Source: an optimization exercise on an open RTL-to-GDS flow (aim: small area and a short achievable clock period). Production flows keep margins and buffers that such runs may drop. RTL that was checked went through simulation tests only; none was proved equivalent to the original. Function not checked in runs 6 and 7: the RTL went through the layout flow alone. Power and IR drop assume default switching activity.

--- flow/run.sh ---
#!/bin/bash
# synth_recipe.tcl (not shown) runs the flow's synth.tcl, then flattens the netlist and writes it again
# the make line also repeats each setting of config.mk as NAME=value (left out here)
make -C /OpenROAD-flow-scripts/flow DESIGN_CONFIG=/design/flow/config.mk WORK_HOME=/design/flow/orfs CLKGATE_MAP_FILE= SYNTH_SCRIPT=/design/flow/synth_recipe.tcl finish
--- flow/config.mk ---
export PLATFORM = sky130hd
export DESIGN_NAME = ctrl_unit
export DESIGN_NICKNAME = ctrl_unit
export VERILOG_FILES = /design/flow/design.v
export SDC_FILE = /design/flow/constraint.sdc
export NUM_CORES = 4
export LEC_CHECK = 0
export CAP_MARGIN = 20
export CORE_MARGIN = 2
export CORE_UTILIZATION = 40
export SETUP_SLACK_MARGIN = 1.5
export SLEW_MARGIN = 20
--- flow/constraint.sdc ---
create_clock -name core_clock -period 5.0 [get_ports {clk}]
set_input_delay 1.0000 -clock core_clock [delete_from_list [all_inputs] [get_ports {clk}]]
set_output_delay 1.0000 -clock core_clock [all_outputs]
set_load 0.01 [all_outputs]
--- flow/design.v ---
`timescale 1ns/1ps
module inst_decoder (
    input  logic [31:0]         inst,
    output logic [1:0]          fu,
    output logic [4:0]          op,
    output logic [5-1:0]  dst,
    output logic [5-1:0]  src1,
    output logic [5-1:0]  src2,
    output logic [2:0]          imm_sel
);
    logic [6:0] opcode;
    logic [2:0] funct3;
    logic [6:0] funct7;
    logic       f7_zero, f7_alt, r_ok, i_ok, alt;
    logic       use_rd, use_rs1, use_rs2;
    logic [3:0] alu_code;
    assign opcode  = inst[6:0];
    assign funct3  = inst[14:12];
    assign funct7  = inst[31:25];
    assign f7_zero = funct7 == 7'h00;
    assign f7_alt  = funct7 == 7'h20;
    assign r_ok    = f7_zero | (f7_alt & (funct3 == 3'd0 | funct3 == 3'd5));
    assign i_ok    = (funct3 == 3'd1) ? f7_zero :
                     (funct3 == 3'd5) ? (f7_zero | f7_alt) : 1'b1;
    assign alt     = opcode[5] ? f7_alt : (f7_alt & (funct3 == 3'd5));
    always_comb begin
        case (funct3)
            3'd0:    alu_code = alt ? 4'd2 : 4'd1;
            3'd1:    alu_code = 4'd6;
            3'd2:    alu_code = 4'd9;
            3'd3:    alu_code = 4'd10;
            3'd4:    alu_code = 4'd5;
            3'd5:    alu_code = alt ? 4'd8 : 4'd7;
            3'd6:    alu_code = 4'd4;
            default: alu_code = 4'd3;
        endcase
    end
    always_comb begin
        fu      = 2'd0;
        op      = 5'd0;
        imm_sel = 3'd0;
        use_rd  = 1'b0;
        use_rs1 = 1'b0;
        use_rs2 = 1'b0;
        case (opcode)
            7'b0110011: if (r_ok) begin
                fu = 2'd1;
                op[3:0] = alu_code;
                {use_rd, use_rs1, use_rs2} = 3'b111;
            end
            7'b0010011: if (i_ok) begin
                fu = 2'd1;
                op[4] = 1'b1;
                op[3:0] = alu_code;
                {use_rd, use_rs1} = 2'b11;
                imm_sel = 3'd1;
            end
            7'b0000011: if (funct3 != 3'd3 && funct3 < 3'd6) begin
                fu = 2'd2;
                op[3:1] = funct3;
                {use_rd, use_rs1} = 2'b11;
                imm_sel = 3'd1;
            end
            7'b0100011: if (funct3 < 3'd3) begin
                fu = 2'd2;
                op[3:1] = funct3;
                op[0] = 1'b1;
                {use_rs1, use_rs2} = 2'b11;
                imm_sel = 3'd2;
            end
            7'b1100011: if (funct3 != 3'd2 && funct3 != 3'd3) begin
                fu = 2'd3;
                op = {2'b00, funct3};
                {use_rs1, use_rs2} = 2'b11;
                imm_sel = 3'd3;
            end
            7'b1101111: begin
                fu = 2'd3;
                op = 5'h10;
                use_rd = 1'b1;
                imm_sel = 3'd5;
            end
            7'b1100111: if (funct3 == 3'd0) begin
                fu = 2'd3;
                op = 5'h11;
                {use_rd, use_rs1} = 2'b11;
                imm_sel = 3'd1;
            end
            7'b0110111, 7'b0010111: begin    
                fu = 2'd1;
                op[4] = 1'b1;
                op[3:0] = opcode[5] ? 4'd11 : 4'd12;
                use_rd = 1'b1;
                imm_sel = 3'd4;
            end
            default: ;
        endcase
    end
    assign dst  = use_rd  ? inst[11:7]  : '0;
    assign src1 = use_rs1 ? inst[19:15] : '0;
    assign src2 = use_rs2 ? inst[24:20] : '0;
endmodule
`timescale 1ns/1ps
module ctrl_unit (
    input  logic               clk,
    input  logic               rst,
    input  logic [31:0]        pc,
    input  logic [31:0]        inst,
    input  logic [31:0]        imm,
    input  logic               alu_done,
    input  logic               mem_done,
    input  logic               jump_done,
    input  logic               is_jump,
    output logic               is_en,
    output logic [2:0]         imm_sel,
    output logic               alu_en,
    output logic               mem_en,
    output logic               jump_en,
    output logic [31:0]        pc_ctrl,
    output logic [31:0]        imm_ctrl,
    output logic [5-1:0] rs1_ctrl,
    output logic [5-1:0] rs2_ctrl,
    output logic [4:0]         jump_op,
    output logic [3:0]         alu_op,
    output logic               alu_use_pc,
    output logic               alu_use_imm,
    output logic               mem_we,
    output logic [2:0]         mem_bhw,
    output logic [2:0]         write_sel,
    output logic               reg_write,
    output logic [5-1:0] rd_ctrl
);
    logic [1:0]         dec_fu;
    logic [4:0]         dec_op;
    logic [4:0]         dec_dst, dec_src1, dec_src2;
    inst_decoder u_dec (
        .inst(inst), .fu(dec_fu), .op(dec_op), .dst(dec_dst),
        .src1(dec_src1), .src2(dec_src2), .imm_sel(imm_sel)
    );
    logic       b_a, b_m, b_j;       
    logic       d_a, d_m, d_j;       
    logic       p_a, p_m, p_j;       
    logic [4:0] dst_a, dst_m, dst_j;
    logic [1:0] t_a1, t_a2;          
    logic [1:0] t_m1, t_m2;          
    logic [1:0] t_j1, t_j2;          
    logic       jp;                  
    logic       stall, flush;
    logic [31:0] pc0, imm0, pc1, imm1;
    logic [4:0]  s1_0, s2_0, s1_1, s2_1;
    logic [4:0]  op0;
    logic [3:0]  op1;                
    logic ra1, ra2, rm1, rm2, rdy_a, rdy_m, rdy_j;
    logic use0, use1;
    assign ra1   = p_a & ~(|t_a1);
    assign ra2   = p_a & ~(|t_a2);
    assign rm1   = p_m & ~(|t_m1);
    assign rm2   = p_m & ~(|t_m2);
    assign rdy_a = ra1 & ra2;
    assign rdy_m = rm1 & rm2;
    assign rdy_j = p_j & ~(|t_j1) & ~(|t_j2);
    assign jump_en = rdy_j;
    assign alu_en  = rdy_a & ~rdy_j;
    assign mem_en  = rdy_m & ~rdy_j & ~rdy_a;
    assign use0 = alu_en | (jump_en & ~jp);
    assign use1 = mem_en | (jump_en & jp);
    assign pc_ctrl  = ({32{use0}} & pc0)  | ({32{use1}} & pc1);
    assign imm_ctrl = ({32{use0}} & imm0) | ({32{use1}} & imm1);
    assign rs1_ctrl = ({5{use0}} & s1_0)  | ({5{use1}} & s1_1);
    assign rs2_ctrl = ({5{use0}} & s2_0)  | ({5{use1}} & s2_1);
    logic is_auipc;
    assign is_auipc    = alu_en & (op0[3:0] == 4'd12);
    assign alu_use_pc  = is_auipc;
    assign alu_use_imm = alu_en & op0[4];
    assign alu_op      = is_auipc ? 4'd1 : ({4{alu_en}} & op0[3:0]);
    assign mem_we      = mem_en & op1[0];
    assign mem_bhw     = {3{mem_en}} & op1[3:1];
    assign jump_op[4]   = (jump_en & ~jp & op0[4]) | (jump_en & jp & op1[3]);
    assign jump_op[3]   = 1'b0;
    assign jump_op[2:0] = ({3{jump_en & ~jp}} & op0[2:0]) | ({3{jump_en & jp}} & op1[2:0]);
    logic war_a, war_m, war_j, el_a, el_m, el_j, g_a, g_m, g_j;
    assign war_a = (dst_a != 5'd0) &
                   ((rm1 & (s1_1 == dst_a)) | (rm2 & (s2_1 == dst_a)));
    assign war_m = (dst_m != 5'd0) &
                   ((ra1 & (s1_0 == dst_m)) | (ra2 & (s2_0 == dst_m)));
    assign war_j = (dst_j != 5'd0) &
                   ((ra1 & (s1_0 == dst_j)) | (ra2 & (s2_0 == dst_j)) |
                    (rm1 & (s1_1 == dst_j)) | (rm2 & (s2_1 == dst_j)));
    assign el_a = d_a & ~war_a;
    assign el_m = d_m & ~war_m;
    assign el_j = d_j & ~war_j;
    assign g_j = el_j;
    assign g_a = el_a & ~el_j;
    assign g_m = el_m & ~el_j & ~el_a;
    assign reg_write = el_j | el_a | el_m;
    assign write_sel = {g_j, 1'b0, g_m};
    assign rd_ctrl   = ({5{g_a}} & dst_a) | ({5{g_m}} & dst_m) | ({5{g_j}} & dst_j);
    logic src1_nz, src2_nz, dst_nz;
    logic h1_a, h1_m, h1_j, h2_a, h2_m, h2_j, hd;
    logic target_busy, hazard, ro_en, is_a, is_m, is_j, a_wait;
    assign src1_nz = |dec_src1;
    assign src2_nz = |dec_src2;
    assign dst_nz  = |dec_dst;
    assign h1_a = src1_nz & b_a & (dst_a == dec_src1);
    assign h1_m = src1_nz & b_m & (dst_m == dec_src1);
    assign h1_j = src1_nz & b_j & (dst_j == dec_src1);
    assign h2_a = src2_nz & b_a & (dst_a == dec_src2);
    assign h2_m = src2_nz & b_m & (dst_m == dec_src2);
    assign h2_j = src2_nz & b_j & (dst_j == dec_src2);
    assign hd   = dst_nz & ((b_a & (dst_a == dec_dst)) |
                            (b_m & (dst_m == dec_dst)) |
                            (b_j & (dst_j == dec_dst)));
    assign target_busy = (dec_fu == 2'd1  & b_a) |
                         (dec_fu == 2'd2  & b_m) |
                         (dec_fu == 2'd3 & b_j);
    assign hazard = target_busy | hd;
    assign is_en  = flush | (~hazard & ~stall);
    assign ro_en  = ~flush & ~hazard & ~stall;
    assign is_a   = ro_en & (dec_fu == 2'd1);
    assign is_m   = ro_en & (dec_fu == 2'd2);
    assign is_j   = ro_en & (dec_fu == 2'd3);
    assign a_wait = p_a & ~rdy_a;
    always_ff @(posedge clk or posedge rst) begin
        if (rst) begin
            b_a <= 1'b0; b_m <= 1'b0; b_j <= 1'b0;
            d_a <= 1'b0; d_m <= 1'b0; d_j <= 1'b0;
            p_a <= 1'b0; p_m <= 1'b0; p_j <= 1'b0;
            stall <= 1'b0;
            flush <= 1'b0;
        end else begin
            b_a <= is_a | (b_a & ~g_a);
            b_m <= is_m | (b_m & ~g_m);
            b_j <= is_j | (b_j & ~g_j);
            d_a <= ~g_a & (d_a | (b_a & alu_done));
            d_m <= ~g_m & (d_m | (b_m & mem_done));
            d_j <= ~g_j & (d_j | (b_j & jump_done));
            p_a <= is_a | (p_a & ~alu_en & ~g_a);
            p_m <= is_m | (p_m & ~mem_en & ~g_m);
            p_j <= is_j | (p_j & ~jump_en & ~g_j);
            if (is_j)
                stall <= 1'b1;
            else if (jump_done)
                stall <= 1'b0;
            flush <= jump_done & is_jump;
        end
    end
    always_ff @(posedge clk) begin
        if (is_a) begin
            dst_a <= dec_dst;
            t_a1  <= {h1_j & ~g_j, h1_m & ~g_m};
            t_a2  <= {h2_j & ~g_j, h2_m & ~g_m};
        end else begin
            t_a1  <= t_a1 & ~{g_j, g_m};
            t_a2  <= t_a2 & ~{g_j, g_m};
        end
        if (is_m) begin
            dst_m <= dec_dst;
            t_m1  <= {h1_j & ~g_j, h1_a & ~g_a};
            t_m2  <= {h2_j & ~g_j, h2_a & ~g_a};
        end else begin
            t_m1  <= t_m1 & ~{g_j, g_a};
            t_m2  <= t_m2 & ~{g_j, g_a};
        end
        if (is_j) begin
            dst_j <= dec_dst;
            t_j1  <= {h1_m & ~g_m, h1_a & ~g_a};
            t_j2  <= {h2_m & ~g_m, h2_a & ~g_a};
            jp    <= a_wait;
        end else begin
            t_j1  <= t_j1 & ~{g_m, g_a};
            t_j2  <= t_j2 & ~{g_m, g_a};
        end
        if (is_a | (is_j & ~a_wait)) begin
            pc0  <= pc;
            imm0 <= imm;
            s1_0 <= dec_src1;
            s2_0 <= dec_src2;
            op0  <= dec_op;
        end
        if (is_m | (is_j & a_wait)) begin
            pc1  <= pc;
            imm1 <= imm;
            s1_1 <= dec_src1;
            s2_1 <= dec_src2;
            op1  <= {dec_op[4] | dec_op[3], dec_op[2:0]};
        end
    end
endmodule
==> results.json, run 1 <==
{
  "status": "complete, no violations",
  "first_global_vias": 7395,
  "p_sw_uw": 1627,
  "async_flop_share_pct": 5.612,
  "cts_buffers": 17,
  "holdWs_ns": 0.4842,
  "die_x_um": 157.0,
  "p_int_uw": 3538,
  "avgSynthCellArea_um2": 13.07,
  "p_leak_uw": 0.005281,
  "rsz0062_at_grt": "yes",
  "drv_slew": 0,
  "portBuffers": 204,
  "drt-initial-drc-count": 490,
  "dpl_worst_slack_ns": 0.3374,
  "peakVddDrop_mv": 0.2588,
  "drt-total-wl_um": 30130,
  "power_density_nw_per_um2": 376.3,
  "cts_buffer_depth": 2,
  "period_share_pct": 76.33,
  "yosys.cell_types.count": 78,
  "synth_cells": 716,
  "num_vias": 7419,
  "pin_count": 207,
  "ys.flop_type": "edfxtp_1",
  "hp-class": "reg -> reg",
  "fin_crit_ns": 3.817,
  "synth_area_um2": 9361,
  "setup_viol": 0,
  "grt_overflow_total": 0,
  "routabilityCongestion": 0.8765,
  "coreArea_um2": 22780,
  "wire_per_inst_um": 22.47,
  "dieArea_um2": 24640,
  "synth-edff-count": 173,
  "synth-warning-count": 2,
  "die_height_um": 157.0,
  "drive_gt1_share_pct": 31.16,
  "clock-sinks": 196,
  "crit_path_end_kind": "primary output",
  "max_clock_freq_mhz": 262.0,
  "tns_ns": 0,
  "ant_nets": 0,
  "finalNetCount": 1116,
  "n_fill_cell": 1800,
  "arrival_ns": 2.82,
  "finalPower_uw": 5165,
  "hpwlAfterDp_um": 18290,
  "cp-start-kind": "primary input",
  "ctsRootBufferMaster": "clkbuf_16",
  "htreeDepth": 4,
  "drcViolationCount": 0,
  "comb_power_share_pct": 37.3,
  "grt_use_total_pct": 23.46,
  "ys_seq_area_share_pct": 61.00,
  "fin_ws_ns": 1.183,
  "syn_to_final_growth_pct": 46.63,
  "ys_seq_elements": 196,
  "pwr-share-seq_pct": 36.2,
  "grt_pass1_wl_um": 43170,
  "tritoncts": "built",
  "vias_per_cell": 5.532,
  "layout_common_cells": "edfxtp_1 (173), clkdlybuf4s50_1 (94), buf_4 (76)",
  "worstSetupPathType": "in -> out",
  "grt_antenna_before_repair": 1,
  "final_core_util_pct": 60.26,
  "dr.pass1.iters": 4,
  "grt_start_max_net_pins": 57,
  "path_max_fanout": 4,
  "clk_pin_slew_ns": 0.07,
  "hold_viol": 0,
  "clockPowerShare_pct": 26.4,
  "final_common_cell": "edfxtp_1",
  "rows": 55,
  "max_cap_violations": 0,
  "switching_share_pct": 31.50,
  "insertion_delay_ns": 0.45,
  "required_ns": 4.00,
  "slew_headroom_pct": 40.27,
  "fin_skew_ns": 0.01503,
  "tightest_slew_ns": 0.8937,
  "initial_utilization_pct": 41.10
}
[final cells by class]
class,count,area (um2),share of cell area (%)
clock inverter,15,183.9,1.340
multi-input combinational,454,3700,26.95
antenna,1,2.502,0.01823
tap,313,391.6,2.853
sequential,196,5712,41.61
inverter,16,66.31,0.4831
timing repair buffer,329,3246,23.64
clock buffer,17,425.4,3.099
[synthesized netlist by cell type, types with 6 or more instances]
| master | number | area share (%) |
|---|---|---|
| edfxtp_1 | 173 | 55 |
| a22o_1 | 75 | 7.0 |
| xnor2_1 | 46 | 4.3 |
| nor2_1 | 37 | 1.5 |
| xor2_1 | 34 | 3.2 |
| nand2_1 | 32 | 1.3 |
| clkbuf_1 | 21 | 0.84 |
| and2_1 | 17 | 1.1 |
| buf_2 | 17 | 0.91 |
| inv_1 | 15 | 0.60 |
| a21oi_1 | 14 | 0.75 |
| nand3_1 | 14 | 0.75 |
| o21ai_0 | 14 | 0.75 |
| nor2b_1 | 13 | 0.87 |
| dfxtp_1 | 12 | 2.6 |
| dfrtp_1 | 11 | 2.9 |
| mux2i_1 | 11 | 1.2 |
| nand4_1 | 11 | 0.74 |
| nor3_1 | 10 | 0.53 |
| buf_1 | 9 | 0.36 |
| o21a_1 | 8 | 0.64 |
| a31oi_1 | 7 | 0.47 |
| nor4_1 | 6 | 0.40 |
[sequential cells by signal (all words and copies together), names as in the netlist, 2 cells and up]
signal and flops:
t_a1 2, dst_j 5, op0 5, t_j2 2, s1_0 5, t_a2 2, s1_1 5, imm0 32
t_m1 2, s2_1 5, t_m2 2, pc0 32, dst_a 5, op1 4, pc1 32, s2_0 5
dst_m 5, t_j1 2, imm1 32
[stage by stage]
stage / cells / cell area [um2]
floorplan: 717 / 9422
finish: 1341 / 13730
CTS: 1311 / 13200
detailed placement: 1206 / 11870
global placement: 1206 / 11870
global route: 1341 / 13730
[power groups by stage]
stage / Clock (uW) / Combinational (uW) / Sequential [uW]
floorplan: 0 / 620 / 1880
global placement: 0 / 1330 / 1900
detailed placement: 0 / 1340 / 1900
CTS: 1380 / 1610 / 1870
global route: 1440 / 2020 / 1880
finish: 1370 / 1930 / 1870
[repair_timing]
action                     in CTS  in global routing
gates cloned                   13                  8
setup endpoints to repair     160                104
pin swaps                      25                 22
buffers inserted               60                 21
resized for setup             432                 88
hold buffers                    0                  0
[critical path, stage by stage]
cell             delay, ns
clkdlybuf4s15_1       0.29
nor2b_4               0.24
nand3_2               0.09
or2_1                 0.25
and4_4                0.17
mux2_4                0.29
a221o_1               0.31
nand2_2               0.07
buf_6                 0.10
[per-layer routing]
| layer | up-vias | wire (um) | global-route usage [%] |
|---|---|---|---|
| li1 | 3361 | - | - |
| met1 | 3683 | 12660 | 30.54 |
| met2 | 323 | 14750 | 39.29 |
| met3 | 52 | 1957 | 4.681 |
| met4 | 0 | 767 | 7.907 |
| met5 | - | 0 | 0 |
[worst paths after layout]
kind,from,end,slack [ns],cells after the start
setup / recovery,inst[4],is_en,1.18,9
hold / removal,t_a2[0],t_a2[0],0.48,2
setup reg to reg,dst_j[0],s1_1[2],2.02,12
hold reg to reg,t_a2[0],t_a2[0],0.48,2
max in group asynchronous,rst,p_a,3.82,2
min in group asynchronous,rst,d_m,0.86,2
[kinds of logic after synthesis]
group | synth area share (%)
buffers and inverters | 3.274
DFF | 61.00
muxes | 1.457
other | 0.04006
xor gates and xnor gates | 7.485
and+or+nand+nor | 12.12
AOI/OAI and AO/OA | 14.62
==> inputs of run 2 (changes only) <==
--- a/flow/config.mk
+++ b/flow/config.mk
@@ -10,3 +10,2 @@
 export CORE_UTILIZATION = 40
-export SETUP_SLACK_MARGIN = 1.5
 export SLEW_MARGIN = 20
==> run 2 against run 1 <==
  * Maximum frequency is 20% lower
  * Die area stayed put
  * Wire length is 14% lower
  * Highest routed layer unchanged
==> results.json, run 2 <==
{
  "synth-edff-count": 173,
  "pin_count": 207,
  "ys.flop_type": "edfxtp_1",
  "cts_buffer_depth": 2,
  "path_max_fanout": 6,
  "max_cap_violations": 0,
  "drcViolationCount": 0,
  "ys_seq_area_share_pct": 61.00,
  "clock-sinks": 196,
  "synth.most_common_cell": "edfxtp_1",
  "vias_per_cell": 5.517,
  "startpoint": "inst[6]",
  "layout.cells.non_filler": 1238,
  "cts_setup_buffers": 0,
  "rsz0062_at_grt": "no",
  "fin_skew_ns": 0.01456,
  "finalNetCount": 1014,
  "die_height_um": 157.0,
  "cts_hold_buffers": 0,
  "synth_top_area_cell": "edfxtp_1",
  "final-seq-area_um2": 5710,
  "power_density_nw_per_um2": 367.1,
  "hold_viol": 0,
  "tns_ns": 0,
  "final_core_util_pct": 54.57,
  "multi_input_area_um2": 3379,
  "synth-warning-count": 2,
  "drt-initial-drc-count": 648,
  "drt-total-wl_um": 25840,
  "cts_buffers": 17,
  "num_vias": 6830,
  "period_share_pct": 94.88,
  "ctsRootBufferMaster": "clkbuf_16",
  "p_leak_uw": 0.004277,
  "ant_nets": 0,
  "wire_per_inst_um": 20.87,
  "syn_to_final_growth_pct": 32.79,
  "grt_start_max_net_pins": 75,
  "worst_path_most_repeated_cell": "clkdlybuf4s50_1",
  "coreArea_um2": 22780,
  "yosys.cell_types.count": 78,
  "grt_pass1_wl_um": 39880,
  "slew_headroom_pct": 42.59,
  "layout_common_cells": "clkdlybuf4s50_1 (204), edfxtp_1 (173), a22o_1 (75)",
  "status": "complete, no violations",
  "synth.area.top_cells": "edfxtp_1 (55%), a22o_1 (7.0%), xnor2_1 (4.3%), xor2_1 (3.2%), dfrtp_1 (2.9%)",
  "hp-class": "reg -> reg",
  "max_clock_freq_mhz": 210.8,
  "yosys.area.top_type_share_pct": 55.49,
  "cp-start-kind": "primary input",
  "ctsResizeCount": 0,
  "hold_path_startpoint": "t_a1[1]",
  "rr_startpoint": "dst_j[2]",
  "hpwlAfterDp_um": 18350,
  "final_common_cell": "clkdlybuf4s50_1",
  "routabilityCongestion": 0.8627,
  "dpl_worst_slack_ns": 0.3053,
  "grt_antenna_before_repair": 0,
  "clk_pin_slew_ns": 0.08,
  "drv_slew": 0,
  "initial_utilization_pct": 41.10,
  "drive_gt1_share_pct": 9.297,
  "synth_top_cells_by_count": "edfxtp_1 (173), a22o_1 (75), xnor2_1 (46)",
  "htreeDepth": 4,
  "synth_cells": 716,
  "avgSynthCellArea_um2": 13.07,
  "die_x_um": 157.0,
  "diodes": 0,
  "grt_use_total_pct": 21.27,
  "fin_ws_ns": 0.2562,
  "fin_crit_ns": 4.744,
  "insertion_delay_ns": 0.43,
  "required_ns": 4.00,
  "crit_path_end_kind": "primary output",
  "dr.pass1.iters": 8,
  "cp_cell_sequence": "clkdlybuf4s50_1, nor2b_1, nand3_1, o21a_1, and4_1, mux2_2, a221o_1, nand2_1, clkdlybuf4s50_1",
  "dieArea_um2": 24640,
  "cpMaxStageDelayCell": "clkdlybuf4s50_1",
  "synth_area_um2": 9361,
  "tightest_slew_ns": 0.8611,
  "portBuffers": 204,
  "worstSetupPathType": "in -> out",
  "max_stage_delay_ns": 0.53,
  "first_global_vias": 7069,
  "ys_seq_elements": 196,
  "rows": 55,
  "grt_overflow_total": 0,
  "tritoncts": "built",
  "dp_cells": 1206,
  "arrival_ns": 3.74,
  "peakVddDrop_mv": 0.2174,
  "n_fill_cell": 1884,
  "async_flop_share_pct": 5.612,
  "setup_viol": 0
}
-- run 2: cell count changes in the layout (fill, tap and decap cells not counted), moves of 6 or more --
cell / delta
buf_12: -6
buf_16: -12
buf_6: -46
buf_2: -59
clkdlybuf4s50_1: +110
buf_4: -55
dlygate4sd2_1: -11
-- run 2: where the power goes --
part	switching (uW)	leakage, uW	total [uW]	internal, uW
clock	682	0.000294	1360	680
combinational	638	0.00214	1330	692
sequential	50.5	0.00185	1870	1820
-- run 2: final cells by class --
type | count | share of cell area [%]
Sequential cell | 196 | 45.94
Multi-Input combinational cell | 452 | 27.19
Timing Repair Buffer | 229 | 18.34
Clock buffer | 17 | 3.422
Tap cell | 313 | 3.150
Clock inverter | 15 | 1.480
Inverter | 16 | 0.4831
-- run 2: metrics by stage --
step	instance area (um2)	power [uW]	hold WS, ns
6_report	12430	4563	0.4822
2_1_floorplan	9369	2498	0.4351
5_1_grt	12430	4765	0.5047
4_1_cts	12430	4610	0.4829
3_5_place_dp	11820	3237	0.4576
3_3_place_gp	11820	3231	0.4469
-- run 2: kinds of logic after synthesis --
| family | after synthesis | share of synthesized area (%) |
|---|---|---|
| muxes | 13 | 1.457 |
| and+or+nand+nor | 188 | 12.12 |
| DFF | 196 | 61.00 |
| xor gates and xnor gates | 80 | 7.485 |
| other | 1 | 0.04006 |
| buffers and inverters | 69 | 3.274 |
| AOI/OAI and AO/OA | 169 | 14.62 |
-- run 2: worst max-delay path: cells and delay by family --
kind                   cells  cell delay [ns]
AO/OA/AOI/OAI              2             0.55
buffers and inverters      2             1.04
AND/OR/NAND/NOR            4             0.88
multiplexers               1             0.28
-- run 2: layer usage --
layer  global-route usage (%)  wire, um  part of all wire, %  vias up
met4                    7.339       605                  2.3        0
met2                    35.84     12790                   49      294
met1                    27.75     10830                   42     3361
li1                         -         -                    -     3126
met5                        0         0                    0        -
met3                    3.744      1612                  6.2       49
-- run 2: final timing paths --
kind | to | slack (ns) | cells past startpoint
hold reg to reg | t_a1[1] | 0.48 | 2
setup reg to reg | imm0[3] | 1.92 | 8
setup / recovery | is_en | 0.26 | 9
min in group asynchronous | d_a | 0.89 | 2
hold / removal | t_a1[1] | 0.48 | 2
max in group asynchronous | p_m | 3.77 | 2
==> inputs of run 3 (changes only) <==
==> flow/flow/run.sh (new file) <==
#!/bin/bash
# Standard layout, with plain buf_1 cells as the port buffers (the default pick is a slow delay buffer).
set -euo pipefail
export BUFFER_PORTS_ARGS="-buffer_cell sky130_fd_sc_hd__buf_1"
bash standard.sh "BUFFER_PORTS_ARGS=$BUFFER_PORTS_ARGS" finish > standard_flow.log 2>&1
==> flow/standard.sh (new file) <==
#!/bin/bash
# synth_recipe.tcl (not shown) runs the flow's synth.tcl, then flattens the netlist and writes it again
# the make line also repeats each setting of config.mk as NAME=value (left out here)
make -C /OpenROAD-flow-scripts/flow DESIGN_CONFIG=/design/flow/config.mk WORK_HOME=/design/flow/orfs CLKGATE_MAP_FILE= SYNTH_SCRIPT=/design/flow/synth_recipe.tcl "${@:-finish}"
removed: flow/run.sh
==> run 3 against run 2 <==
  * Largest power group unchanged
  * Synthesized area unchanged
  * Count of clock-buffer cells in the layout unchanged
  * Highest routed layer unchanged
  * Wire length down 6.9%
  * Clock skew about the same
  * Hold slack worse by 0.019 ns
==> results.json, run 3 <==
{
  "status": "complete, no violations",
  "coreArea_um2": 22780,
  "path_max_fanout": 11,
  "final_common_cell": "buf_1",
  "hp-class": "reg -> reg",
  "dieArea_um2": 24640,
  "synth_cells": 716,
  "vias_per_cell": 5.413,
  "finalNetCount": 1001,
  "tritoncts": "built",
  "hpwlAfterDp_um": 16850,
  "finalPower_uw": 4198,
  "drt-total-wl_um": 24040,
  "drt-initial-drc-count": 510,
  "rsz0062_at_grt": "no",
  "synth-edff-count": 173,
  "cts_buffer_depth": 2,
  "die_x_um": 157.0,
  "dr.pass1.iters": 4,
  "power_density_nw_per_um2": 379.6,
  "cp-start-kind": "primary input",
  "grt_antenna_before_repair": 0,
  "n_fill_cell": 2046,
  "worst_path_most_repeated_cell": "buf_1",
  "first_global_vias": 6376,
  "clock-sinks": 196,
  "stdcell_area_um2": 11060,
  "layout_common_cells": "buf_1 (204), edfxtp_1 (173), a22o_1 (75)",
  "grt_pass1_wl_um": 36320,
  "holdWs_ns": 0.4635,
  "fin_crit_ns": 4.126,
  "synth_top_cells_by_count": "edfxtp_1 (173), a22o_1 (75), xnor2_1 (46)",
  "portBuffers": 204,
  "ys_seq_elements": 196,
  "synth_area_um2": 9361,
  "cpMaxStageDelayCell": "buf_1",
  "yosys.cell_types.count": 78,
  "ctsRootBufferMaster": "clkbuf_16",
  "slew_headroom_pct": 30.38,
  "clk_pin_slew_ns": 0.07,
  "tns_ns": 0,
  "ys_seq_area_share_pct": 61.00,
  "cp_cell_sequence": "buf_1, inv_2, a311oi_2, or2_1, and4_1, mux2_2, a221o_1, nand2_1, buf_1",
  "cts_setup_buffers": 0,
  "syn_to_final_growth_pct": 18.11,
  "synth.area.top_cells": "edfxtp_1 (55%), a22o_1 (7.0%), xnor2_1 (4.3%), xor2_1 (3.2%), dfrtp_1 (2.9%)",
  "num_vias": 6631,
  "die_height_um": 157.0,
  "avgSynthCellArea_um2": 13.07,
  "pin_count": 207,
  "p_leak_uw": 0.003700,
  "hold_viol": 0,
  "max_clock_freq_mhz": 242.3,
  "insertion_delay_ns": 0.43,
  "grt_start_max_net_pins": 80,
  "initial_utilization_pct": 41.10,
  "crit_path_end_kind": "primary output",
  "fin_skew_ns": 0.01478,
  "rows": 55,
  "required_ns": 4.00,
  "synth.most_common_cell": "edfxtp_1",
  "placed_area_um2": 10450,
  "async_flop_share_pct": 5.612,
  "routabilityCongestion": 0.8788,
  "setup_viol": 0,
  "tightest_slew_ns": 1.018,
  "max_cap_violations": 0,
  "cts_buffers": 17,
  "synth-warning-count": 2,
  "grt_overflow_total": 0,
  "worstSetupPathType": "in -> out",
  "synth_top_area_cell": "edfxtp_1",
  "arrival_ns": 3.13,
  "drv_slew": 0,
  "grt_use_total_pct": 19.54,
  "diodes": 0,
  "final_core_util_pct": 48.54,
  "yosys.area.top_type_share_pct": 55.49,
  "cts_hold_buffers": 0,
  "peakVddDrop_mv": 0.2199,
  "ant_nets": 0,
  "htreeDepth": 4,
  "drive_gt1_share_pct": 8.004,
  "max_stage_delay_ns": 0.39,
  "drcViolationCount": 0,
  "ys.flop_type": "edfxtp_1",
  "wire_per_inst_um": 19.63,
  "ctsResizeCount": 0,
  "period_share_pct": 82.53
}
-- run 3: cell count changes in the layout (fill, tap and decap cells not counted), sizes merged --
cell / delta
clkdlybuf4s50: -204
buf: +191
-- run 3: worst paths after layout --
check	startpoint	cells after the start	slack, ns	end
worst max-delay path	inst[12]	9	0.87	is_en
worst min-delay path	t_a1[1]	2	0.46	t_a1[1]
worst max register to register	dst_j[2]	9	1.96	s2_0[3]
worst min register to register	t_a1[1]	2	0.46	t_a1[1]
max in group asynchronous	rst	2	4.13	b_a
min in group asynchronous	rst	2	0.55	p_j
-- run 3: power by group --
group          switching, uW  total [uW]  internal, uW
Combinational            622         976           355
Sequential              46.1        1870          1820
Clock                    676        1350           679
Total                   1340        4200          2850
-- run 3: cell type report --
class / instances / area, um2 / share of cell area (%)
sequential: 196 / 5710 / 51.65
clock buffer: 17 / 425.4 / 3.847
tap: 313 / 391.6 / 3.542
clock inverter: 15 / 183.9 / 1.663
timing repair buffer: 216 / 905.9 / 8.193
multi-input combinational: 452 / 3379 / 30.56
inverter: 16 / 60.06 / 0.5432
-- run 3: critical path, delay by kind of cell --
kind                   cells  cell delay [ns]
buffers and inverters      3             0.65
AO/OA/AOI/OAI              2             0.60
AND/OR/NAND/NOR            3             0.53
multiplexers               1             0.35
-- run 3: stage by stage --
stage	setup WS, ns	std cells
6_report	0.8735	1225
3_3_place_gp	0.8732	1193
2_1_floorplan	0.2485	717
5_1_grt	0.6997	1225
4_1_cts	0.8726	1225
3_5_place_dp	0.8864	1193
-- run 3: cell families (layout without fill, tap and decap cells) --
logic type                Yosys count  after routing  synth area share, %
buffers and inverters              69            264                3.274
and+or+nand+nor                   188            188                12.12
muxes                              13             13                1.457
xor gates and xnor gates           80             80                7.485
other                               1              2              0.04006
DFF                               196            196                61.00
AOI/OAI and AO/OA                 169            169                14.62
-- run 3: per-layer routing --
metal	up-vias	wire length (um)	global-route usage, %
met5	-	0	0
met4	0	485	6.509
met3	31	1207	3.359
met2	216	11540	31.66
met1	3287	10810	26.73
li1	3097	-	-
==> inputs of run 4 (changes only) <==
--- a/flow/config.mk
+++ b/flow/config.mk
@@ -10,2 +10,3 @@
 export CORE_UTILIZATION = 40
+export SETUP_SLACK_MARGIN = 2.0
 export SLEW_MARGIN = 20
==> run 4 against run 3 <==
  * Synthesized cell count is the same
  * Wire length increased by 23%
  * Via count grew 12%
  * Clock power is essentially flat
  * Count of clock-buffer cells in the layout did not move
  * Hold slack better by 0.0038 ns
  * Non-clock buffer count grew 131
  * Clock skew decreased by 0.0016 ns
  * Design area increased by 22%
  * Largest cell class unchanged
==> results.json, run 4 <==
{
  "fin_crit_ns": 3.795,
  "status": "complete, no violations",
  "synth_top_area_cell": "edfxtp_1",
  "clk_pin_slew_ns": 0.07,
  "grt_antenna_before_repair": 0,
  "slew_headroom_pct": 48.19,
  "crit_path_end_kind": "primary output",
  "insertion_delay_ns": 0.44,
  "synth.most_common_cell": "edfxtp_1",
  "drive_gt1_share_pct": 34.73,
  "hp-class": "reg -> reg",
  "max_cap_violations": 0,
  "async_flop_share_pct": 5.612,
  "drt-total-wl_um": 29640,
  "ys.flop_type": "edfxtp_1",
  "finalNetCount": 1137,
  "tns_ns": 0,
  "cts_buffers": 17,
  "synth-edff-count": 173,
  "ff2ff_setup_slack_ns": 2.13,
  "diodes": 0,
  "dieArea_um2": 24640,
  "synth_top_cells_by_count": "edfxtp_1 (173), a22o_1 (75), xnor2_1 (46)",
  "r2r_cells": 12,
  "max_clock_freq_mhz": 263.5,
  "ctsRootBufferMaster": "clkbuf_16",
  "stdcell_area_um2": 13470,
  "pin_count": 207,
  "grt_start_max_net_pins": 24,
  "setup_viol": 0,
  "rows": 55,
  "num_vias": 7412,
  "routabilityCongestion": 0.8760,
  "syn_to_final_growth_pct": 43.88,
  "drv_slew": 0,
  "worstReg2RegEnd": "s2_0[3]",
  "hold_viol": 0,
  "avgSynthCellArea_um2": 13.07,
  "htreeDepth": 4,
  "path_max_fanout": 16,
  "hold_path_startpoint": "t_a1[1]",
  "synth_cells": 716,
  "clock-sinks": 196,
  "dr.pass1.iters": 6,
  "tightest_slew_ns": 0.7771,
  "fin_skew_ns": 0.01320,
  "ys_seq_elements": 196,
  "die_x_um": 157.0,
  "cts_buffer_depth": 2,
  "p_leak_uw": 0.005096,
  "drt-initial-drc-count": 509,
  "rr_startpoint": "dst_j[1]",
  "ant_nets": 0,
  "synth.area.top_cells": "edfxtp_1 (55%), a22o_1 (7.0%), xnor2_1 (4.3%), xor2_1 (3.2%), dfrtp_1 (2.9%)",
  "cp-start-kind": "primary input",
  "synth_area_um2": 9361,
  "hpwlAfterDp_um": 16780,
  "coreArea_um2": 22780,
  "layout_common_cells": "edfxtp_1 (173), buf_1 (101), a22o_1 (73)",
  "die_height_um": 157.0,
  "required_ns": 4.00,
  "dpl_worst_slack_ns": 0.8617,
  "ys_seq_area_share_pct": 61.00,
  "drcViolationCount": 0,
  "fin_ws_ns": 1.205,
  "grt_overflow_total": 0,
  "initial_utilization_pct": 41.10,
  "yosys.cell_types.count": 78,
  "wire_per_inst_um": 21.78,
  "rsz0062_at_grt": "yes",
  "worstSetupPathType": "in -> out",
  "yosys.area.top_type_share_pct": 55.49,
  "arrival_ns": 2.79,
  "holdWs_ns": 0.4673,
  "holdPathEnd": "t_a1[1]",
  "synth-warning-count": 2,
  "grt_pass1_wl_um": 42190,
  "vias_per_cell": 5.446,
  "grt_use_total_pct": 23.12,
  "tritoncts": "built",
  "multi_input_area_um2": 3785,
  "placed_area_um2": 10510,
  "final-seq-area_um2": 5712,
  "min_path_cells": 2,
  "first_global_vias": 7103,
  "portBuffers": 204,
  "power_density_nw_per_um2": 373.4,
  "peakVddDrop_mv": 0.2303,
  "period_share_pct": 75.89,
  "final_common_cell": "edfxtp_1",
  "n_fill_cell": 1786
}
## run 4: cell counts after synthesis
No cell type changed its count.
## run 4: cells by family (layout without fill, tap and decap cells)
group / Yosys count / after routing / share of synthesized area [%]
buffers and inverters: 69 / 395 / 3.274
muxes: 13 / 13 / 1.457
and+or+nand+nor: 188 / 188 / 12.12
DFF: 196 / 196 / 61.00
AOI/OAI and AO/OA: 169 / 174 / 14.62
xor gates and xnor gates: 80 / 80 / 7.485
other: 1 / 2 / 0.04006
## run 4: routing by layer
| metal | global-route usage, % | vias to the layer above | share of wire [%] | wire, um |
|---|---|---|---|---|
| li1 | - | 3413 | - | - |
| met1 | 29.73 | 3626 | 41 | 12160 |
| met2 | 40.29 | 332 | 51 | 15130 |
| met3 | 3.249 | 41 | 6.0 | 1791 |
| met4 | 7.514 | 0 | 1.9 | 560 |
| met5 | 0 | - | 0 | 0 |
## run 4: final cells by class
type                            count  area share [%]
Timing Repair Buffer              347           21.56
Inverter                           16          0.5016
Tap cell                          313           2.908
Clock inverter                     15           1.366
Clock buffer                       17           3.158
Multi-Input combinational cell    457           28.10
Sequential cell                   196           42.41
## run 4: worst max-delay path by stage
stage	start	endpoint	cells after the start
after global placement	inst[5]	imm0[20]	9
final	inst[5]	is_en	9
after global routing	inst[27]	is_en	9
after floorplan	inst[1]	imm0[0]	6
after detailed placement	inst[5]	imm0[23]	9
after CTS	dst_j[2]	write_sel[0]	8
## run 4: timing repair
item | CTS | global route
cloned | 23 | 7
pin swaps | 29 | 39
hold endpoints to repair | 0 | 0
hold buffers | 0 | 0
setup endpoints to repair | 255 | 261
resized for setup | 160 | 131
setup buffers | 77 | 26
## run 4: worst max-delay path: stages
cell and delay, ns:
buf_2 0.29, and4bb_1 0.25, and4_4 0.22, nand2_1 0.07, and4_4 0.22, mux2_2 0.26
a221o_1 0.31, nand2_2 0.07, buf_6 0.10
## run 4: power by group
| group | switching (uW) | internal (uW) | leakage (uW) |
|---|---|---|---|
| registers | 47.8 | 1820 | 0.00185 |
| logic | 842 | 942 | 0.00296 |
| clock network | 697 | 681 | 0.000294 |
## run 4: through the flow
step | cells | util, % | power (uW)
CTS | 1328 | 56.05 | 4787
finish | 1361 | 59.13 | 5029
floorplan | 717 | - | 2535
detailed placement | 1196 | 46.14 | 2881
global placement | 1195 | 46.01 | 2864
global route | 1361 | 59.13 | 5211
==> inputs of run 5 (changes only) <==
--- a/flow/config.mk
+++ b/flow/config.mk
@@ -10,3 +10,3 @@
 export CORE_UTILIZATION = 40
-export SETUP_SLACK_MARGIN = 2.0
+export SETUP_SLACK_MARGIN = 1.0
 export SLEW_MARGIN = 20
==> run 5 against run 4 <==
  * Sequential share of layout area up 8.4 points
  * Clock power about the same
  * Synthesized cell count unchanged
  * Setup slack worse by 0.15 ns
  * Register-to-register slack worse by 0.34 ns
  * Critical endpoint unchanged
  * Largest cell class unchanged
==> results.json, run 5 <==
{
  "status": "complete, no violations",
  "portBuffers": 204,
  "r2r_cells": 7,
  "yosys.area.top_type_share_pct": 55.49,
  "die_height_um": 157.0,
  "peakVddDrop_mv": 0.2461,
  "ys.flop_type": "edfxtp_1",
  "tightest_slew_ns": 1.162,
  "dr.pass1.iters": 5,
  "synth-warning-count": 2,
  "p_leak_uw": 0.003825,
  "setup_viol": 0,
  "ys_seq_area_share_pct": 61.00,
  "ys_seq_elements": 196,
  "synth.area.top_cells": "edfxtp_1 (55%), a22o_1 (7.0%), xnor2_1 (4.3%), xor2_1 (3.2%), dfrtp_1 (2.9%)",
  "cp-start-kind": "primary input",
  "layout.cells.non_filler": 1248,
  "layout_common_cells": "buf_1 (201), edfxtp_1 (173), a22o_1 (75)",
  "routabilityCongestion": 0.8792,
  "diodes": 0,
  "slew_headroom_pct": 20.53,
  "worstSetupPathType": "in -> out",
  "insertion_delay_ns": 0.43,
  "first_global_vias": 6332,
  "cts_buffers": 17,
  "drt-total-wl_um": 24830,
  "final_common_cell": "buf_1",
  "cts_buffer_depth": 2,
  "die_x_um": 157.0,
  "synth_area_um2": 9361,
  "grt_overflow_total": 0,
  "coreArea_um2": 22780,
  "wire_per_inst_um": 19.89,
  "finalNetCount": 1024,
  "fin_skew_ns": 0.01133,
  "arrival_ns": 2.95,
  "required_ns": 4.00,
  "drcViolationCount": 0,
  "dieArea_um2": 24640,
  "htreeDepth": 4,
  "crit_path_end_kind": "primary output",
  "period_share_pct": 78.92,
  "grt_antenna_before_repair": 0,
  "num_vias": 6698,
  "hpwlAfterDp_um": 17340,
  "min_path_cells": 2,
  "drive_gt1_share_pct": 11.02,
  "clock-sinks": 196,
  "fin_crit_ns": 3.946,
  "hp-class": "reg -> reg",
  "rsz0062_at_grt": "yes",
  "synth_cells": 716,
  "pin_count": 207,
  "synth.most_common_cell": "edfxtp_1",
  "avgSynthCellArea_um2": 13.07,
  "tritoncts": "built",
  "syn_to_final_growth_pct": 19.97,
  "max_cap_violations": 0,
  "drt-initial-drc-count": 511,
  "power_density_nw_per_um2": 376.6,
  "dp_cells": 1202,
  "max_clock_freq_mhz": 253.4,
  "hold_viol": 0,
  "synth-edff-count": 173,
  "initial_utilization_pct": 41.10,
  "grt_use_total_pct": 20.03,
  "yosys.cell_types.count": 78,
  "ant_nets": 0,
  "vias_per_cell": 5.367,
  "grt_pass1_wl_um": 36980,
  "rows": 55,
  "path_max_fanout": 13,
  "grt_start_max_net_pins": 54,
  "final_core_util_pct": 49.31,
  "drv_slew": 0,
  "async_flop_share_pct": 5.612,
  "tns_ns": 0,
  "clk_pin_slew_ns": 0.07,
  "synth_top_area_cell": "edfxtp_1",
  "ctsRootBufferMaster": "clkbuf_16",
  "synth_top_cells_by_count": "edfxtp_1 (173), a22o_1 (75), xnor2_1 (46)"
}
==> run 5: kinds of logic after synthesis <==
group,after synthesis,synth area share (%)
flip-flops,196,61.00
other,1,0.04006
buffers and inverters,69,3.274
XOR/XNOR,80,7.485
multiplexers,13,1.457
AND/OR/NAND/NOR,188,12.12
AO/OA/AOI/OAI,169,14.62
==> run 5: critical path, cell delays in order <==
cell and delay, ns:
buf_2 0.17, nand2b_1 0.17, a311oi_2 0.29, or2_1 0.19, and4_2 0.27, mux2_2 0.34, a221o_1 0.29, nand2_1 0.06
buf_1 0.16
==> run 5: routing by layer <==
layer / vias to the layer above / part of all wire [%] / routed length, um / track usage, %
met4: 0 / 1.2 / 299 / 5.155
met2: 265 / 48 / 11820 / 31.77
li1: 3147 / - / - / -
met3: 20 / 5.8 / 1449 / 3.882
met1: 3266 / 45 / 11260 / 28.36
met5: - / 0 / 0 / 0
==> run 5: cell type report <==
type	count	area, um2
Fill cell	2056	11550
Sequential cell	196	5710
Multi-Input combinational cell	453	3398
Timing Repair Buffer	238	1062
Clock buffer	17	425.4
Tap cell	313	391.6
Clock inverter	15	178.9
Inverter	16	63.81
==> run 5: what timing repair did <==
action / 4_1_cts / 5_1_grt
resized for setup: 5 / 3
setup endpoints to repair: 35 / 3
gates cloned: 1 / 0
hold buffers: 0 / 0
buffers inserted: 3 / 10
pin swaps: 1 / 2
==> run 5: final timing paths <==
path / from / to / slack [ns]
worst min register to register: t_a1[1] / t_a1[1] / 0.47
worst max-delay path: inst[14] / is_en / 1.05
worst min-delay path: t_a1[1] / t_a1[1] / 0.47
max in group asynchronous: rst / p_j / 4.12
min in group asynchronous: rst / b_m / 0.55
worst max register to register: dst_j[1] / pc0[0] / 1.79
==> run 5: metrics by stage <==
stage          worst slack, ns  instance area (um2)  hold slack (ns)  total power (uW)
2_1_floorplan            1.133                 9384           0.4351              2499
3_3_place_gp            0.8590                10500           0.4463              2893
3_5_place_dp            0.8240                10500           0.4568              2891
4_1_cts                  1.020                11150           0.4666              4266
5_1_grt                 0.9300                11230           0.4989              4428
6_report                 1.054                11230           0.4688              4230
==> run 5: where the power goes <==
group          switching, uW  internal, uW
sequential              44.1          1820
clock                    682           681
combinational            637           366
==> inputs of run 6 (changes only) <==
--- a/flow/design.v
+++ b/flow/design.v
@@ -146,2 +146,3 @@
     logic [1:0] t_j1, t_j2;          
+    logic [1:0] w_am, w_ma, w_ja, w_jm;
     logic       jp;                  
@@ -180,10 +181,9 @@
     assign jump_op[2:0] = ({3{jump_en & ~jp}} & op0[2:0]) | ({3{jump_en & jp}} & op1[2:0]);
+    logic keep0, keep1;
+    assign keep0 = (p_a & ~alu_en) | (p_j & ~jp & ~jump_en);
+    assign keep1 = (p_m & ~mem_en) | (p_j & jp & ~jump_en);
     logic war_a, war_m, war_j, el_a, el_m, el_j, g_a, g_m, g_j;
-    assign war_a = (dst_a != 5'd0) &
-                   ((rm1 & (s1_1 == dst_a)) | (rm2 & (s2_1 == dst_a)));
-    assign war_m = (dst_m != 5'd0) &
-                   ((ra1 & (s1_0 == dst_m)) | (ra2 & (s2_0 == dst_m)));
-    assign war_j = (dst_j != 5'd0) &
-                   ((ra1 & (s1_0 == dst_j)) | (ra2 & (s2_0 == dst_j)) |
-                    (rm1 & (s1_1 == dst_j)) | (rm2 & (s2_1 == dst_j)));
+    assign war_a = (w_am[0] & rm1) | (w_am[1] & rm2);
+    assign war_m = (w_ma[0] & ra1) | (w_ma[1] & ra2);
+    assign war_j = (w_ja[0] & ra1) | (w_ja[1] & ra2) | (w_jm[0] & rm1) | (w_jm[1] & rm2);
     assign el_a = d_a & ~war_a;
@@ -197,5 +197,32 @@
     assign rd_ctrl   = ({5{g_a}} & dst_a) | ({5{g_m}} & dst_m) | ({5{g_j}} & dst_j);
+    logic [6:0] opc;
+    logic [2:0] f3;
+    logic [6:0] f7;
+    logic [4:0] rd;
+    logic       f7z, f7a;
+    logic       c_alu, c_ld, c_st, c_br, c_jmp;
+    logic       rdhit, hazard, go, is_a, is_m, is_j;
+    assign opc = inst[6:0];
+    assign f3  = inst[14:12];
+    assign f7  = inst[31:25];
+    assign rd  = inst[11:7];
+    assign f7z = f7 == 7'h00;
+    assign f7a = f7 == 7'h20;
+    assign c_alu = (opc == 7'b0110011 & (f7z | (f7a & (f3 == 3'd0 | f3 == 3'd5)))) |
+                   (opc == 7'b0010011 & (f3 == 3'd1 ? f7z : f3 == 3'd5 ? (f7z | f7a) : 1'b1)) |
+                   (opc == 7'b0110111) | (opc == 7'b0010111);
+    assign c_ld  = opc == 7'b0000011 & f3 != 3'd3 & f3 != 3'd6 & f3 != 3'd7;
+    assign c_st  = opc == 7'b0100011 & f3 != 3'd3 & ~f3[2];
+    assign c_br  = opc == 7'b1100011 & f3 != 3'd2 & f3 != 3'd3;
+    assign c_jmp = (opc == 7'b1101111) | (opc == 7'b1100111 & f3 == 3'd0);
+    assign rdhit = (|rd) & ((b_a & (dst_a == rd)) | (b_m & (dst_m == rd)) | (b_j & (dst_j == rd)));
+    assign hazard = (c_alu & (b_a | rdhit)) | (c_ld & (b_m | rdhit)) | (c_st & b_m) |
+                    (c_br & b_j) | (c_jmp & (b_j | rdhit));
+    assign is_en  = flush | (~stall & ~hazard);
+    assign go     = ~flush & ~stall & ~hazard;
+    assign is_a   = go & c_alu;
+    assign is_m   = go & (c_ld | c_st);
+    assign is_j   = go & (c_br | c_jmp);
     logic src1_nz, src2_nz, dst_nz;
-    logic h1_a, h1_m, h1_j, h2_a, h2_m, h2_j, hd;
-    logic target_busy, hazard, ro_en, is_a, is_m, is_j, a_wait;
+    logic h1_a, h1_m, h1_j, h2_a, h2_m, h2_j;
     assign src1_nz = |dec_src1;
@@ -209,15 +236,5 @@
     assign h2_j = src2_nz & b_j & (dst_j == dec_src2);
-    assign hd   = dst_nz & ((b_a & (dst_a == dec_dst)) |
-                            (b_m & (dst_m == dec_dst)) |
-                            (b_j & (dst_j == dec_dst)));
-    assign target_busy = (dec_fu == 2'd1  & b_a) |
-                         (dec_fu == 2'd2  & b_m) |
-                         (dec_fu == 2'd3 & b_j);
-    assign hazard = target_busy | hd;
-    assign is_en  = flush | (~hazard & ~stall);
-    assign ro_en  = ~flush & ~hazard & ~stall;
-    assign is_a   = ro_en & (dec_fu == 2'd1);
-    assign is_m   = ro_en & (dec_fu == 2'd2);
-    assign is_j   = ro_en & (dec_fu == 2'd3);
-    assign a_wait = p_a & ~rdy_a;
+    logic [1:0] x0, x1;
+    assign x0 = {2{dst_nz}} & {dec_dst == s2_0, dec_dst == s1_0};
+    assign x1 = {2{dst_nz}} & {dec_dst == s2_1, dec_dst == s1_1};
     always_ff @(posedge clk or posedge rst) begin
@@ -247,4 +264,23 @@
     always_ff @(posedge clk) begin
-        if (is_a) begin
+        if (!b_a) begin
             dst_a <= dec_dst;
+            w_am  <= {2{p_m}} & x1;
+        end else begin
+            w_am  <= w_am & ~{2{g_m}};
+        end
+        if (!b_m) begin
+            dst_m <= dec_dst;
+            w_ma  <= {2{p_a}} & x0;
+        end else begin
+            w_ma  <= w_ma & ~{2{g_a}};
+        end
+        if (!b_j) begin
+            dst_j <= dec_dst;
+            w_ja  <= {2{p_a}} & x0;
+            w_jm  <= {2{p_m}} & x1;
+        end else begin
+            w_ja  <= w_ja & ~{2{g_a}};
+            w_jm  <= w_jm & ~{2{g_m}};
+        end
+        if (!p_a) begin
             t_a1  <= {h1_j & ~g_j, h1_m & ~g_m};
@@ -255,4 +291,3 @@
         end
-        if (is_m) begin
-            dst_m <= dec_dst;
+        if (!p_m) begin
             t_m1  <= {h1_j & ~g_j, h1_a & ~g_a};
@@ -263,7 +298,6 @@
         end
-        if (is_j) begin
-            dst_j <= dec_dst;
+        if (!p_j) begin
             t_j1  <= {h1_m & ~g_m, h1_a & ~g_a};
             t_j2  <= {h2_m & ~g_m, h2_a & ~g_a};
-            jp    <= a_wait;
+            jp    <= keep0;
         end else begin
@@ -272,3 +306,3 @@
         end
-        if (is_a | (is_j & ~a_wait)) begin
+        if (!keep0) begin
             pc0  <= pc;
@@ -279,3 +313,3 @@
         end
-        if (is_m | (is_j & a_wait)) begin
+        if (!keep1) begin
             pc1  <= pc;
--- a/flow/config.mk
+++ b/flow/config.mk
@@ -10,3 +10,2 @@
 export CORE_UTILIZATION = 40
-export SETUP_SLACK_MARGIN = 1.0
 export SLEW_MARGIN = 20
==> run 6 against run 5 <==
  * Sequential cell count is 8 higher
  * Design area is 4.2% lower
  * Final cell count is 5.6% lower
  * Highest routed layer unchanged
  * Still clean on timing, DRC and antenna
  * Largest cell class unchanged
==> results.json, run 6 <==
{
  "insertion_delay_ns": 0.51,
  "startpoint": "inst[12]",
  "ant_nets": 0,
  "ys_seq_area_share_pct": 65.38,
  "n_fill_cell": 2017,
  "arrival_ns": 3.44,
  "dp_cells": 1138,
  "wirelength_met1_um": 9421,
  "placed_area_um2": 10050,
  "rr_startpoint": "p_m",
  "grt_use_total_pct": 17.73,
  "required_ns": 4.00,
  "synth_top_cells_by_count": "edfxtp_1 (173), a22o_1 (74), xnor2_1 (37)",
  "synth-warning-count": 2,
  "final_core_util_pct": 48.99,
  "drcViolationCount": 0,
  "wire_per_inst_um": 18.43,
  "status": "complete, no violations",
  "yosys.area_share.simple_pct": 11.54,
  "die_height_um": 153.8,
  "synth_cells": 687,
  "synthXorXnorAreaFrac_pct": 6.047,
  "syn_to_final_growth_pct": 19.80,
  "hold_viol": 0,
  "final_common_cell": "buf_1",
  "num_vias": 6305,
  "ctsRootBufferMaster": "clkbuf_16",
  "cts_setup_buffers": 0,
  "drv_slew": 0,
  "rsz0062_at_grt": "no",
  "coreArea_um2": 21960,
  "async_flop_share_pct": 5.392,
  "multi_input_area_um2": 2892,
  "finalNetCount": 985,
  "period_share_pct": 88.76,
  "peakVddDrop_mv": 0.3265,
  "vias_per_cell": 5.352,
  "clock-sinks": 204,
  "synth.mux.area_fraction_pct": 0.4459,
  "final-seq-area_um2": 5871,
  "yosys.cell_types.count": 62,
  "grt_start_max_net_pins": 79,
  "max_cap_violations": 0,
  "setup_viol": 0,
  "synth.area.top_cells": "edfxtp_1 (58%), a22o_1 (7.2%), dfxtp_1 (4.5%), xnor2_1 (3.6%), dfrtp_1 (3.1%)",
  "grt_pass1_wl_um": 33660,
  "rows": 54,
  "first_global_vias": 6138,
  "cts_buffer_depth": 3,
  "ys_seq_elements": 204,
  "routabilityCongestion": 0.8843,
  "clk_pin_slew_ns": 0.06,
  "highest-signal-layer": "met4",
  "tns_ns": 0,
  "p_leak_uw": 0.003841,
  "yosys.area.top_type_share_pct": 57.85,
  "ctsResizeCount": 0,
  "layout.cells.non_filler": 1178,
  "switching_share_pct": 30.66,
  "diodes": 0,
  "p_int_uw": 3581,
  "ys.flop_type": "edfxtp_1",
  "clockPowerShare_pct": 30.5,
  "dieArea_um2": 23660,
  "worstSetupPathType": "in -> out",
  "tritoncts": "built",
  "slew_headroom_pct": 27.10,
  "synth-edff-count": 173,
  "synth-adder-area-share_pct": 0,
  "synth_top_family_by_area": "compound AO/OA/AOI/OAI gates",
  "p_sw_uw": 1583,
  "hp-class": "in -> async",
  "synth_top_area_cell": "edfxtp_1",
  "initial_utilization_pct": 40.89,
  "die_x_um": 153.8,
  "cts_hold_buffers": 0,
  "grt_antenna_before_repair": 0,
  "drt-total-wl_um": 21710,
  "synth_area_um2": 8980,
  "max_clock_freq_mhz": 225.3,
  "avgSynthCellArea_um2": 13.07,
  "comb_power_share_pct": 22.2,
  "cts_buffers": 23,
  "synth.most_common_cell": "edfxtp_1",
  "pin_count": 207,
  "layout_common_cells": "buf_1 (204), edfxtp_1 (173), a22o_1 (74)",
  "synth_compound_area_share_pct": 13.70,
  "stdcell_area_um2": 10760,
  "fin_skew_ns": 0.01085,
  "fin_crit_ns": 4.438,
  "wl_met2_um": 10290,
  "drive_gt1_share_pct": 6.236,
  "dr.pass1.iters": 5,
  "tightest_slew_ns": 1.094,
  "cp-start-kind": "primary input",
  "grt_overflow_total": 0,
  "path_max_fanout": 13,
  "portBuffers": 204,
  "wl_met3_um": 1519,
  "drt-initial-drc-count": 410,
  "pwr-share-seq_pct": 47.3,
  "hpwlAfterDp_um": 14810,
  "crit_path_end_kind": "primary output",
  "power_density_nw_per_um2": 480.1,
  "htreeDepth": 1
}
[run 6: cell count changes after synthesis, sizes merged, moves of 9 or more]
cell / delta
nand3: +13
clkbuf: +14
xor2: -9
o21ai: +12
xnor2: -9
buf: -23
[run 6: per-stage QoR]
step / power, uW / hold WS, ns / setup WS, ns
4_1_cts: 5212 / 0.4480 / 0.5522
5_1_grt: 5424 / 0.4673 / 0.3356
6_report: 5165 / 0.4479 / 0.5622
3_5_place_dp: 3638 / 0.4488 / 0.5640
3_3_place_gp: 3626 / 0.4446 / 0.6786
2_1_floorplan: 3190 / 0.4329 / 0.7134
[run 6: worst paths after layout]
path / to / slack (ns) / depth (start not counted)
setup / recovery: is_en / 0.56 / 8
hold / removal: b_j / 0.45 / 2
setup reg to reg: pc1[19] / 1.95 / 7
hold reg to reg: w_ma[0] / 0.46 / 2
max in group asynchronous: b_a / 4.25 / 2
min in group core_clock: w_ma[0] / 0.46 / 2
[run 6: logic make-up after synthesis]
group                  after synthesis
buffers and inverters               64
flip-flops                         204
XOR/XNOR                            62
multiplexers                         4
AO/OA/AOI/OAI                      167
AND/OR/NAND/NOR                    185
other                                1
[run 6: per-layer routing]
layer | global-route usage, % | vias up
met5 | 0 | -
met4 | 4.183 | 0
met3 | 3.749 | 37
met2 | 29.28 | 256
met1 | 24.18 | 2996
li1 | - | 3016
[run 6: area by class of cell]
class	instances	share of cell area (%)
Clock buffer	32	5.827
Clock inverter	8	0.7211
Inverter	20	0.6978
Multi-Input combinational cell	420	26.88
Sequential cell	204	54.57
Tap cell	280	3.257
Timing Repair Buffer	214	8.048
[run 6: worst max-delay path, cell delays in order]
cell and delay [ns]:
buf_1 0.37, nor2b_1 0.26, o41a_1 0.23, nor4_4 0.08
nor4_2 0.93, a21oi_2 0.18, o21bai_1 0.20, buf_1 0.17
[run 6: power by group through the flow]
stage / clock [uW] / combinational, uW / sequential, uW
2_1_floorplan: 0 / 782 / 2410
3_3_place_gp: 0 / 1160 / 2470
3_5_place_dp: 0 / 1160 / 2480
4_1_cts: 1600 / 1160 / 2440
5_1_grt: 1680 / 1260 / 2480
6_report: 1570 / 1150 / 2440
==> inputs of run 7 (changes only) <==
--- a/flow/config.mk
+++ b/flow/config.mk
@@ -10,2 +10,3 @@
 export CORE_UTILIZATION = 40
+export SETUP_SLACK_MARGIN = 1.0
 export SLEW_MARGIN = 20
==> run 7 against run 6 <==
  * Still clean on timing, DRC and antenna
  * Sequential share of layout area down 1.1 points
  * Setup slack better by 0.56 ns
  * Synthesized cell count is the same
  * Critical path type is now reg -> out
  * Largest cell class unchanged
==> results.json, run 7 <==
{
  "hp-class": "in -> async",
  "dr.pass1.iters": 5,
  "grt_pass1_wl_um": 33470,
  "cts_hold_buffers": 0,
  "finalPower_uw": 5312,
  "hpwlAfterDp_um": 15020,
  "synth.area.top_cells": "edfxtp_1 (58%), a22o_1 (7.2%), dfxtp_1 (4.5%), xnor2_1 (3.6%), dfrtp_1 (3.1%)",
  "grt_overflow_total": 0,
  "synth_cells": 687,
  "drv_slew": 0,
  "wire_per_inst_um": 18.51,
  "peakVddDrop_mv": 0.2775,
  "setup_viol": 0,
  "dieArea_um2": 23660,
  "die_x_um": 153.8,
  "drcViolationCount": 0,
  "cp.buffers_inverters": 4,
  "crit_path_end_kind": "primary output",
  "arrival_ns": 2.88,
  "yosys.cell_types.count": 62,
  "layout_common_cells": "buf_1 (204), edfxtp_1 (173), a22o_1 (74)",
  "grt_antenna_before_repair": 0,
  "synth-warning-count": 2,
  "cpMaxStageDelayCell": "or3b_2",
  "clk_pin_slew_ns": 0.06,
  "grt_use_total_pct": 17.73,
  "tritoncts": "built",
  "synth.most_common_cell": "edfxtp_1",
  "power_density_nw_per_um2": 483.5,
  "rows": 54,
  "avgSynthCellArea_um2": 13.07,
  "p_leak_uw": 0.003957,
  "clock-sinks": 204,
  "cp_top_family": "simple AND/OR/NAND/NOR gates",
  "path_max_fanout": 20,
  "hold_viol": 0,
  "cts_buffer_depth": 3,
  "worstSetupPathType": "reg -> out",
  "max_stage_delay_ns": 0.53,
  "dpl_worst_slack_ns": 0.5973,
  "period_share_pct": 77.59,
  "n_fill_cell": 1938,
  "htreeDepth": 1,
  "async_flop_share_pct": 5.392,
  "yosys.area.top_type_share_pct": 57.85,
  "syn_to_final_growth_pct": 22.33,
  "fin_ws_ns": 1.120,
  "max_cap_violations": 0,
  "fin_skew_ns": 0.01230,
  "ys_seq_area_share_pct": 65.38,
  "placed_area_um2": 10110,
  "tns_ns": 0,
  "finalNetCount": 996,
  "first_global_vias": 6173,
  "stdcell_area_um2": 10990,
  "synth-edff-count": 173,
  "insertion_delay_ns": 0.52,
  "routabilityCongestion": 0.8808,
  "num_vias": 6380,
  "cp_cell_sequence": "buf_4, or3b_2, nor3_4, buf_4, nor3_4, a21o_4, buf_4, a22o_1, buf_1",
  "final_core_util_pct": 50.03,
  "pin_count": 207,
  "drt-initial-drc-count": 435,
  "cp-start-kind": "flop",
  "ctsRootBufferMaster": "clkbuf_16",
  "synth_top_area_cell": "edfxtp_1",
  "portBuffers": 204,
  "diodes": 0,
  "tightest_slew_ns": 0.7566,
  "coreArea_um2": 21960,
  "status": "complete, no violations",
  "synth_area_um2": 8980,
  "drt-total-wl_um": 22040,
  "max_clock_freq_mhz": 257.7,
  "vias_per_cell": 5.357,
  "ys_seq_elements": 204,
  "die_height_um": 153.8,
  "fin_crit_ns": 3.880,
  "cts_buffers": 23,
  "slew_headroom_pct": 49.11,
  "rsz0062_at_grt": "no",
  "required_ns": 4.00,
  "grt_start_max_net_pins": 79,
  "ys.flop_type": "edfxtp_1",
  "final_common_cell": "buf_1",
  "drive_gt1_share_pct": 8.342,
  "synth_top_cells_by_count": "edfxtp_1 (173), a22o_1 (74), xnor2_1 (37)",
  "ant_nets": 0,
  "initial_utilization_pct": 40.89,
  "worst_path_most_repeated_cell": "buf_4"
}
run 7: through the flow:
step / instances / hold slack, ns
3_5_place_dp: 1142 / 0.4512
6_report: 1191 / 0.4513
3_3_place_gp: 1140 / 0.4467
5_1_grt: 1191 / 0.4894
4_1_cts: 1185 / 0.4414
2_1_floorplan: 688 / 0.4329
run 7: power breakdown:
part           internal (uW)  total, uW  switching (uW)  leakage (uW)
combinational            443       1210             766       0.00140
sequential              2250       2450             197       0.00218
clock                   1010       1660             651      0.000372
total                   3700       5310            1610       0.00396
run 7: repair_timing:
item,in CTS,in global routing
endpoints found under the hold margin,0,0
setup endpoints to repair,56,56
setup buffers,1,4
pin swaps,1,3
gates resized for setup,5,6
cloned,0,1
run 7: logic make-up after synthesis:
| group | Yosys count | share of synthesized area, % |
|---|---|---|
| AO/OA/AOI/OAI | 167 | 13.70 |
| XOR/XNOR | 62 | 6.047 |
| buffers and inverters | 64 | 2.856 |
| flip-flops | 204 | 65.38 |
| multiplexers | 4 | 0.4459 |
| other | 1 | 0.04176 |
| AND/OR/NAND/NOR | 185 | 11.54 |
run 7: path summary, 6_finish.rpt:
check,slack (ns),endpoint,startpoint,cells past startpoint
setup / recovery,1.12,rs2_ctrl[0],p_a,9
hold / removal,0.45,b_m,rst,2
setup reg to reg,2.16,imm1[22],p_j,8
hold reg to reg,0.46,w_ma[0],w_ma[0],2
max in group asynchronous,4.22,p_m,rst,2
min in group core_clock,0.46,w_ma[0],w_ma[0],2
run 7: worst reg2reg max path, stage by stage (launching register included):
cell and delay (ns):
dfrtp_1 0.50, nand3_2 0.27, inv_1 0.21, nor3_4 0.32
buf_4 0.20, nor2b_1 0.08, a31oi_4 0.13, buf_4 0.46
buf_12 0.31
run 7: cell type report:
| class | count | area, um2 | share of cell area (%) |
|---|---|---|---|
| clock buffers | 27 | 590.6 | 5.376 |
| clock inverters | 15 | 162.7 | 1.481 |
| inverters | 20 | 75.07 | 0.6834 |
| multi-input cells | 421 | 2950 | 26.86 |
| flip-flops and latches | 204 | 5872 | 53.45 |
| well taps | 280 | 350.3 | 3.189 |
| repair buffers | 224 | 984.7 | 8.964 |
run 7: metal layers:
layer  up-vias  track usage (%)  wire, um
li1       3042                -         -
met1      3083            23.44      9586
met2       220            30.18     10710
met3        35            3.382      1292
met4         0            4.673       459
met5         -                0         0

static timing again, ports no longer ideal:
How much do the figures lean on ideal ports? The routed layouts below were timed once more, with nothing changed but the port constraints.
Step 1 (the two cells are an assumption about what drives the block):
set clk [get_ports {clk}]
set_driving_cell -lib_cell sky130_fd_sc_hd__clkbuf_16 $clk
set_driving_cell -lib_cell sky130_fd_sc_hd__buf_2 [delete_from_list [all_inputs] $clk]
Step 2 adds t to the input delays and takes it off the output delays; t is the mean of the earliest and latest rising clock arrival at the registers after step 1. Input paths then give back, and output paths get back, about the clock's delay inside the block.
a / b / c = no drivers / after step 1 / after step 2; a / b = the first two.
run	t, ns	setup WS [ns]	worst setup path after step 2	worst register clock-pin slew, ns
run 1	0.482	1.183 / 1.162 / 1.114	input to register	0.09 / 0.09
run 2	0.474	0.256 / 0.228 / 0.228	input to output	0.08 / 0.08
run 3	0.467	0.874 / 0.850 / 0.850	input to output	0.08 / 0.08
run 4	0.474	1.205 / 1.175 / 1.175	input to output	0.08 / 0.08
run 5	0.473	1.054 / 1.033 / 0.975	input to register	0.08 / 0.08
run 6	0.551	0.562 / 0.541 / 0.541	input to output	0.06 / 0.06
run 7	0.550	1.120 / 1.079 / 1.138	input to output	0.06 / 0.06
After both steps setup and hold are still met in every run listed. For run 5, which loses most, drivers alone change the setup slack by -0.021 ns; drivers and shift together by -0.079 ns.
